This design comes from an exercise in tuning for small area, a short achievable clock period and few clock cycles on the open sky130 flow, not from production work.
In this exercise RTL edits were held to simulation tests only and were not proved equivalent to the original.
Power is estimated from default activity; no workload was simulated.

==> flow/design.v <==
package aids_pkg;
   localparam int OP_W     = 3;
   localparam int POS_W    = 5;
   localparam int DATA_W   = 32;
   localparam int STAT_W   = 2;
   localparam int FOUND_W  = 4;
   localparam int COUNT_W  = 5;
   localparam logic [OP_W-1:0] OP_CLEAR  = 3'd0;
   localparam logic [OP_W-1:0] OP_INSERT = 3'd1;
   localparam logic [OP_W-1:0] OP_DELETE = 3'd2;
   localparam logic [OP_W-1:0] OP_SEARCH = 3'd3;
   localparam logic [OP_W-1:0] OP_READ   = 3'd4;
   localparam logic [STAT_W-1:0] ST_OK       = 2'd0;
   localparam logic [STAT_W-1:0] ST_FULL     = 2'd1;
   localparam logic [STAT_W-1:0] ST_BADPOS   = 2'd2;
   localparam logic [STAT_W-1:0] ST_NOTFOUND = 2'd3;
endpackage
import aids_pkg::*;
module aids_seq
#(
   parameter int CAPACITY = 16
)(
   input  logic                      clock,
   input  logic                      reset,
   input  logic                      start,
   input  logic [OP_W-1:0]           req_opcode,
   input  logic [POS_W-1:0]          req_position,
   input  logic signed [DATA_W-1:0]  req_value,
   input  logic                      full_next,
   output logic                      busy,
   output logic                      cmd_valid,
   output logic signed [DATA_W-1:0]  cmd_value,
   output logic                      cmd_clr,
   output logic                      cmd_ins,
   output logic                      cmd_ins_go,
   output logic                      cmd_del,
   output logic                      cmd_srch,
   output logic                      cmd_rd,
   output logic [CAPACITY-1:0]       cmd_eq,
   output logic [CAPACITY-1:0]       cmd_up,
   output logic [CAPACITY-1:0]       cmd_ld,
   output logic [CAPACITY-1:0]       cmd_dn,
   output logic [CAPACITY-1:0]       cmd_hold
);
   logic ins_go, del;
   assign ins_go = start && req_opcode == OP_INSERT && !full_next;
   assign del    = start && req_opcode == OP_DELETE;
   always_ff @(posedge clock) begin
      if (reset) begin
         cmd_valid  <= 1'b0;
         cmd_up     <= '0;
         cmd_ld     <= '0;
         cmd_dn     <= '0;
         cmd_hold   <= '1;
         cmd_clr    <= 1'b0;
         cmd_ins    <= 1'b0;
         cmd_ins_go <= 1'b0;
         cmd_del    <= 1'b0;
         cmd_srch   <= 1'b0;
         cmd_rd     <= 1'b0;
      end else begin
         cmd_valid  <= start;
         for (int i = 0; i < CAPACITY; i++) begin
            cmd_up[i]   <= ins_go && POS_W'(i) > req_position;
            cmd_ld[i]   <= ins_go && POS_W'(i) == req_position;
            cmd_dn[i]   <= del && POS_W'(i) >= req_position && i + 1 < CAPACITY;
            cmd_hold[i] <= !(POS_W'(i) >= req_position
                             && (ins_go || (del && i + 1 < CAPACITY)));
         end
         cmd_clr    <= start && req_opcode == OP_CLEAR;
         cmd_ins    <= start && req_opcode == OP_INSERT;
         cmd_ins_go <= ins_go;
         cmd_del    <= start && req_opcode == OP_DELETE;
         cmd_srch   <= start && req_opcode == OP_SEARCH;
         cmd_rd     <= start && req_opcode == OP_READ;
      end
      for (int i = 0; i < CAPACITY; i++)
         cmd_eq[i] <= POS_W'(i) == req_position;
      cmd_value <= req_value;
   end
   assign busy = 1'b0;
endmodule
import aids_pkg::*;
module aids_dpath
#(
   parameter int CAPACITY = 16
)(
   input  logic                      clock,
   input  logic                      reset,
   input  logic signed [DATA_W-1:0]  req_key,
   input  logic                      cmd_valid,
   input  logic signed [DATA_W-1:0]  cmd_value,
   input  logic                      cmd_clr,
   input  logic                      cmd_ins,
   input  logic                      cmd_ins_go,
   input  logic                      cmd_del,
   input  logic                      cmd_srch,
   input  logic                      cmd_rd,
   input  logic [CAPACITY-1:0]       cmd_eq,
   input  logic [CAPACITY-1:0]       cmd_up,
   input  logic [CAPACITY-1:0]       cmd_ld,
   input  logic [CAPACITY-1:0]       cmd_dn,
   input  logic [CAPACITY-1:0]       cmd_hold,
   output logic                      full_next,
   output logic                      rsp_strobe,
   output logic [STAT_W-1:0]         rsp_status,
   output logic [FOUND_W-1:0]        rsp_found_index,
   output logic signed [DATA_W-1:0]  rsp_read_value,
   output logic [COUNT_W-1:0]        rsp_count
);
   localparam int CNT_W = $clog2(CAPACITY + 1);
   logic signed [DATA_W-1:0] mem [CAPACITY];
   logic signed [DATA_W-1:0] mem_n [CAPACITY];
   logic [CNT_W-1:0]         cnt_ff, cnt_in;
   logic [CAPACITY-1:0]      therm_ff, therm_in;
   logic [CAPACITY-1:0]      match_ff [2], match_n [2];
   logic [CAPACITY-1:0]      eq_key [2];
   logic [1:0]               eq_key_value;
   logic                     full, ins_bad, pos_bad;
   logic                     ins_ok, del_ok;
   logic [CAPACITY-1:0]      up, ld, dn, hold;
   logic [CAPACITY-1:0]      hit;
   logic                     found;
   logic [FOUND_W-1:0]       hit_idx;
   logic signed [DATA_W-1:0] rd_sel;
   logic [STAT_W-1:0]        status;
   assign full    = therm_ff[CAPACITY-1];
   assign ins_bad = !(|(cmd_eq & {therm_ff[CAPACITY-2:0], 1'b1}));
   assign pos_bad = !(|(cmd_eq & therm_ff));
   assign up   = cmd_up;
   assign ld   = cmd_ld;
   assign dn   = cmd_dn;
   assign hold = cmd_hold;
   always_comb begin
      for (int i = 0; i < CAPACITY; i++) begin
         mem_n[i] = ({DATA_W{hold[i]}} & mem[i])
                  | ({DATA_W{ld[i]}}   & cmd_value)
                  | ({DATA_W{up[i]}}   & mem[(i + CAPACITY - 1) % CAPACITY])
                  | ({DATA_W{dn[i]}}   & mem[(i + 1) % CAPACITY]);
      end
   end
   always_comb begin
      for (int h = 0; h < 2; h++) begin
         for (int i = 0; i < CAPACITY; i++)
            eq_key[h][i] = (mem[i][16*h +: 16] == req_key[16*h +: 16]);
         eq_key_value[h] = (cmd_value[16*h +: 16] == req_key[16*h +: 16]);
         for (int i = 0; i < CAPACITY; i++) begin
            match_n[h][i] = (hold[i] && eq_key[h][i])
                         || (ld[i]   && eq_key_value[h])
                         || (up[i]   && eq_key[h][(i + CAPACITY - 1) % CAPACITY])
                         || (dn[i]   && eq_key[h][(i + 1) % CAPACITY]);
         end
      end
   end
   always_ff @(posedge clock) begin
      for (int i = 0; i < CAPACITY; i++)
         mem[i] <= mem_n[i];
      match_ff[0] <= match_n[0];
      match_ff[1] <= match_n[1];
   end
   assign hit = match_ff[0] & match_ff[1] & therm_ff;
   always_comb begin
      logic [3:0]       grp_hit;
      logic [1:0]       grp_low [4];
      logic [1:0]       grp_sel;
      for (int g = 0; g < 4; g++) begin
         grp_hit[g]    = |hit[4*g +: 4];
         grp_low[g][1] = !hit[4*g] && !hit[4*g+1];
         grp_low[g][0] = !hit[4*g] && (hit[4*g+1] || !hit[4*g+2]);
      end
      grp_sel[1] = !grp_hit[0] && !grp_hit[1];
      grp_sel[0] = !grp_hit[0] && (grp_hit[1] || !grp_hit[2]);
      found      = |grp_hit;
      hit_idx    = {grp_sel, grp_low[grp_sel]};
   end
   always_comb begin
      rd_sel = '0;
      for (int i = 0; i < CAPACITY; i++)
         rd_sel = rd_sel | ({DATA_W{cmd_eq[i]}} & mem[i]);
   end
   assign ins_ok = cmd_ins_go && !ins_bad;
   assign del_ok = cmd_del && !pos_bad;
   always_comb begin
      cnt_in   = cnt_ff;
      therm_in = therm_ff;
      status   = ST_OK;
      if (cmd_clr) begin
         cnt_in   = '0;
         therm_in = '0;
      end
      if (cmd_ins) begin
         if (full)         status = ST_FULL;
         else if (ins_bad) status = ST_BADPOS;
      end
      if (ins_ok) begin
         cnt_in   = cnt_ff + CNT_W'(1);
         therm_in = {therm_ff[CAPACITY-2:0], 1'b1};
      end
      if (cmd_del && pos_bad) status = ST_BADPOS;
      if (del_ok) begin
         cnt_in   = cnt_ff - CNT_W'(1);
         therm_in = {1'b0, therm_ff[CAPACITY-1:1]};
      end
      if (cmd_srch && !found) status = ST_NOTFOUND;
      if (cmd_rd && pos_bad)  status = ST_BADPOS;
   end
   assign full_next = therm_in[CAPACITY-1];
   always_ff @(posedge clock) begin
      if (reset) begin
         cnt_ff     <= '0;
         therm_ff   <= '0;
         rsp_strobe <= 1'b0;
      end else begin
         cnt_ff     <= cnt_in;
         therm_ff   <= therm_in;
         rsp_strobe <= cmd_valid;
      end
      rsp_status      <= status;
      rsp_found_index <= (cmd_srch && found) ? hit_idx : '0;
      rsp_read_value  <= (cmd_rd && !pos_bad) ? rd_sel : '0;
      rsp_count       <= cnt_in;
   end
endmodule
import aids_pkg::*;
module array_insert_delete_search_top
#(
   parameter int CAPACITY = 16
)(
   input  logic                      clock,
   input  logic                      reset,
   input  logic                      start,
   output logic                      busy,
   input  logic [OP_W-1:0]           req_opcode,
   input  logic [POS_W-1:0]          req_position,
   input  logic signed [DATA_W-1:0]  req_value,
   input  logic signed [DATA_W-1:0]  req_key,
   output logic                      rsp_strobe,
   output logic [STAT_W-1:0]         rsp_status,
   output logic [FOUND_W-1:0]        rsp_found_index,
   output logic signed [DATA_W-1:0]  rsp_read_value,
   output logic [COUNT_W-1:0]        rsp_count
);
   logic                     cmd_valid;
   logic signed [DATA_W-1:0] cmd_value;
   logic                     cmd_clr, cmd_ins, cmd_ins_go, cmd_del, cmd_srch, cmd_rd;
   logic [CAPACITY-1:0]      cmd_eq, cmd_up, cmd_ld, cmd_dn, cmd_hold;
   logic                     full_next;
   aids_seq #(
      .CAPACITY (CAPACITY)
   ) u_seq (
      .clock        (clock),
      .reset        (reset),
      .start        (start),
      .req_opcode   (req_opcode),
      .req_position (req_position),
      .req_value    (req_value),
      .full_next    (full_next),
      .busy         (busy),
      .cmd_valid    (cmd_valid),
      .cmd_value    (cmd_value),
      .cmd_clr      (cmd_clr),
      .cmd_ins      (cmd_ins),
      .cmd_ins_go   (cmd_ins_go),
      .cmd_del      (cmd_del),
      .cmd_srch     (cmd_srch),
      .cmd_rd       (cmd_rd),
      .cmd_eq       (cmd_eq),
      .cmd_up       (cmd_up),
      .cmd_ld       (cmd_ld),
      .cmd_dn       (cmd_dn),
      .cmd_hold     (cmd_hold)
   );
   aids_dpath #(
      .CAPACITY (CAPACITY)
   ) u_dpath (
      .clock           (clock),
      .reset           (reset),
      .req_key         (req_key),
      .cmd_valid       (cmd_valid),
      .cmd_value       (cmd_value),
      .cmd_clr         (cmd_clr),
      .cmd_ins         (cmd_ins),
      .cmd_ins_go      (cmd_ins_go),
      .cmd_del         (cmd_del),
      .cmd_srch        (cmd_srch),
      .cmd_rd          (cmd_rd),
      .cmd_eq          (cmd_eq),
      .cmd_up          (cmd_up),
      .cmd_ld          (cmd_ld),
      .cmd_dn          (cmd_dn),
      .cmd_hold        (cmd_hold),
      .full_next       (full_next),
      .rsp_strobe      (rsp_strobe),
      .rsp_status      (rsp_status),
      .rsp_found_index (rsp_found_index),
      .rsp_read_value  (rsp_read_value),
      .rsp_count       (rsp_count)
   );
endmodule
clock: 5.0 ns
lec_check: 0
cap_margin: 20
core_margin: 2
core_utilization: 35
cts_cluster_diameter: 80
cts_cluster_size: 20
place_density: 0.45
setup_slack_margin: 2.8
slew_margin: 20
run.sh (not shown) runs the stock make flow with config.mk's settings and CLKGATE_MAP_FILE= SYNTH_SCRIPT=/design/flow/synth_recipe.tcl, a recipe that flattens the netlist after the stock synthesis.
Testbench counts at the start, summed over its fixed seeds: cycles 4,016.
==> next run, changes <==
--- a/flow/design.v
+++ b/flow/design.v
@@ -111,19 +111,20 @@
    localparam int CNT_W = $clog2(CAPACITY + 1);
    logic signed [DATA_W-1:0] mem [CAPACITY];
    logic signed [DATA_W-1:0] mem_n [CAPACITY];
    logic [CNT_W-1:0]         cnt_ff, cnt_in;
    logic [CAPACITY-1:0]      therm_ff, therm_in;
-   logic [CAPACITY-1:0]      match_ff [2], match_n [2];
-   logic [CAPACITY-1:0]      eq_key [2];
-   logic [1:0]               eq_key_value;
+   logic [CAPACITY-1:0]      match_ff, match_n;
+   logic [CAPACITY-1:0]      eq_key;
+   logic                     eq_key_value;
    logic                     full, ins_bad, pos_bad;
    logic                     ins_ok, del_ok;
    logic [CAPACITY-1:0]      up, ld, dn, hold;
    logic [CAPACITY-1:0]      hit;
    logic                     found;
    logic [FOUND_W-1:0]       hit_idx;
+   logic [CAPACITY-1:0]      rd_hot;
    logic signed [DATA_W-1:0] rd_sel;
    logic [STAT_W-1:0]        status;
    assign full    = therm_ff[CAPACITY-1];
    assign ins_bad = !(|(cmd_eq & {therm_ff[CAPACITY-2:0], 1'b1}));
    assign pos_bad = !(|(cmd_eq & therm_ff));
@@ -138,29 +139,26 @@
                   | ({DATA_W{up[i]}}   & mem[(i + CAPACITY - 1) % CAPACITY])
                   | ({DATA_W{dn[i]}}   & mem[(i + 1) % CAPACITY]);
       end
    end
    always_comb begin
-      for (int h = 0; h < 2; h++) begin
-         for (int i = 0; i < CAPACITY; i++)
-            eq_key[h][i] = (mem[i][16*h +: 16] == req_key[16*h +: 16]);
-         eq_key_value[h] = (cmd_value[16*h +: 16] == req_key[16*h +: 16]);
-         for (int i = 0; i < CAPACITY; i++) begin
-            match_n[h][i] = (hold[i] && eq_key[h][i])
-                         || (ld[i]   && eq_key_value[h])
-                         || (up[i]   && eq_key[h][(i + CAPACITY - 1) % CAPACITY])
-                         || (dn[i]   && eq_key[h][(i + 1) % CAPACITY]);
-         end
+      for (int i = 0; i < CAPACITY; i++)
+         eq_key[i] = (mem[i] == req_key);
+      eq_key_value = (cmd_value == req_key);
+      for (int i = 0; i < CAPACITY; i++) begin
+         match_n[i] = (hold[i] && eq_key[i])
+                   || (ld[i]   && eq_key_value)
+                   || (up[i]   && eq_key[(i + CAPACITY - 1) % CAPACITY])
+                   || (dn[i]   && eq_key[(i + 1) % CAPACITY]);
       end
    end
    always_ff @(posedge clock) begin
       for (int i = 0; i < CAPACITY; i++)
          mem[i] <= mem_n[i];
-      match_ff[0] <= match_n[0];
-      match_ff[1] <= match_n[1];
-   end
-   assign hit = match_ff[0] & match_ff[1] & therm_ff;
+      match_ff <= match_n;
+   end
+   assign hit = match_ff & therm_ff;
    always_comb begin
       logic [3:0]       grp_hit;
       logic [1:0]       grp_low [4];
       logic [1:0]       grp_sel;
       for (int g = 0; g < 4; g++) begin
@@ -172,13 +170,14 @@
       grp_sel[0] = !grp_hit[0] && (grp_hit[1] || !grp_hit[2]);
       found      = |grp_hit;
       hit_idx    = {grp_sel, grp_low[grp_sel]};
    end
    always_comb begin
+      rd_hot = {CAPACITY{cmd_rd}} & cmd_eq & therm_ff;
       rd_sel = '0;
       for (int i = 0; i < CAPACITY; i++)
-         rd_sel = rd_sel | ({DATA_W{cmd_eq[i]}} & mem[i]);
+         rd_sel = rd_sel | ({DATA_W{rd_hot[i]}} & mem[i]);
    end
    assign ins_ok = cmd_ins_go && !ins_bad;
    assign del_ok = cmd_del && !pos_bad;
    always_comb begin
       cnt_in   = cnt_ff;
@@ -215,11 +214,11 @@
          therm_ff   <= therm_in;
          rsp_strobe <= cmd_valid;
       end
       rsp_status      <= status;
       rsp_found_index <= (cmd_srch && found) ? hit_idx : '0;
-      rsp_read_value  <= (cmd_rd && !pos_bad) ? rd_sel : '0;
+      rsp_read_value  <= rd_sel;
       rsp_count       <= cnt_in;
    end
 endmodule
 import aids_pkg::*;
 module array_insert_delete_search_top
Cell area is lower by a few percent; maximum frequency is lower slightly; die area is lower slightly; first-iteration DRC count is lower by a few percent; routed wire length is higher by roughly a tenth; worst setup slack degrades by 0.0090 ns; count of clock-buffer cells in the layout is lower by 1; via count is lower slightly; total power is lower by a few percent; area after synthesis is lower slightly.
Testbench counts after the change, summed over its fixed seeds: cycles 4,016.

separate check: timing with driven ports:
The flow's constraints put no driver on any port. The routed layouts listed below were extracted and timed again, unchanged, in two steps.
Step 1 sets driving cells, clkbuf_16 on the clock port and buf_2 on the other inputs (assumed; they add their load-dependent delay and slew).
Step 2 moves the port delays by t, midway between the first and last clock arrival at a register: inputs arrive t later, outputs are due t later. That takes back most of the time a late clock gives input paths.
a / b / c = no drivers / after step 1 / after step 2; a / b = the first two.
run	t, ns	slack for setup (ns)	latest minus earliest clock arrival (ns)	pins driven straight from the clock port
the first run	0.774	2.694 / 2.694 / 1.969	0.050 / 0.050	1
the second run	0.760	2.685 / 2.685 / 1.970	0.067 / 0.067	1
After both steps setup and hold are still met in every run listed. The setup slack of the first run, which loses most, moves by 0.000 ns with the drivers and by -0.725 ns with both steps.
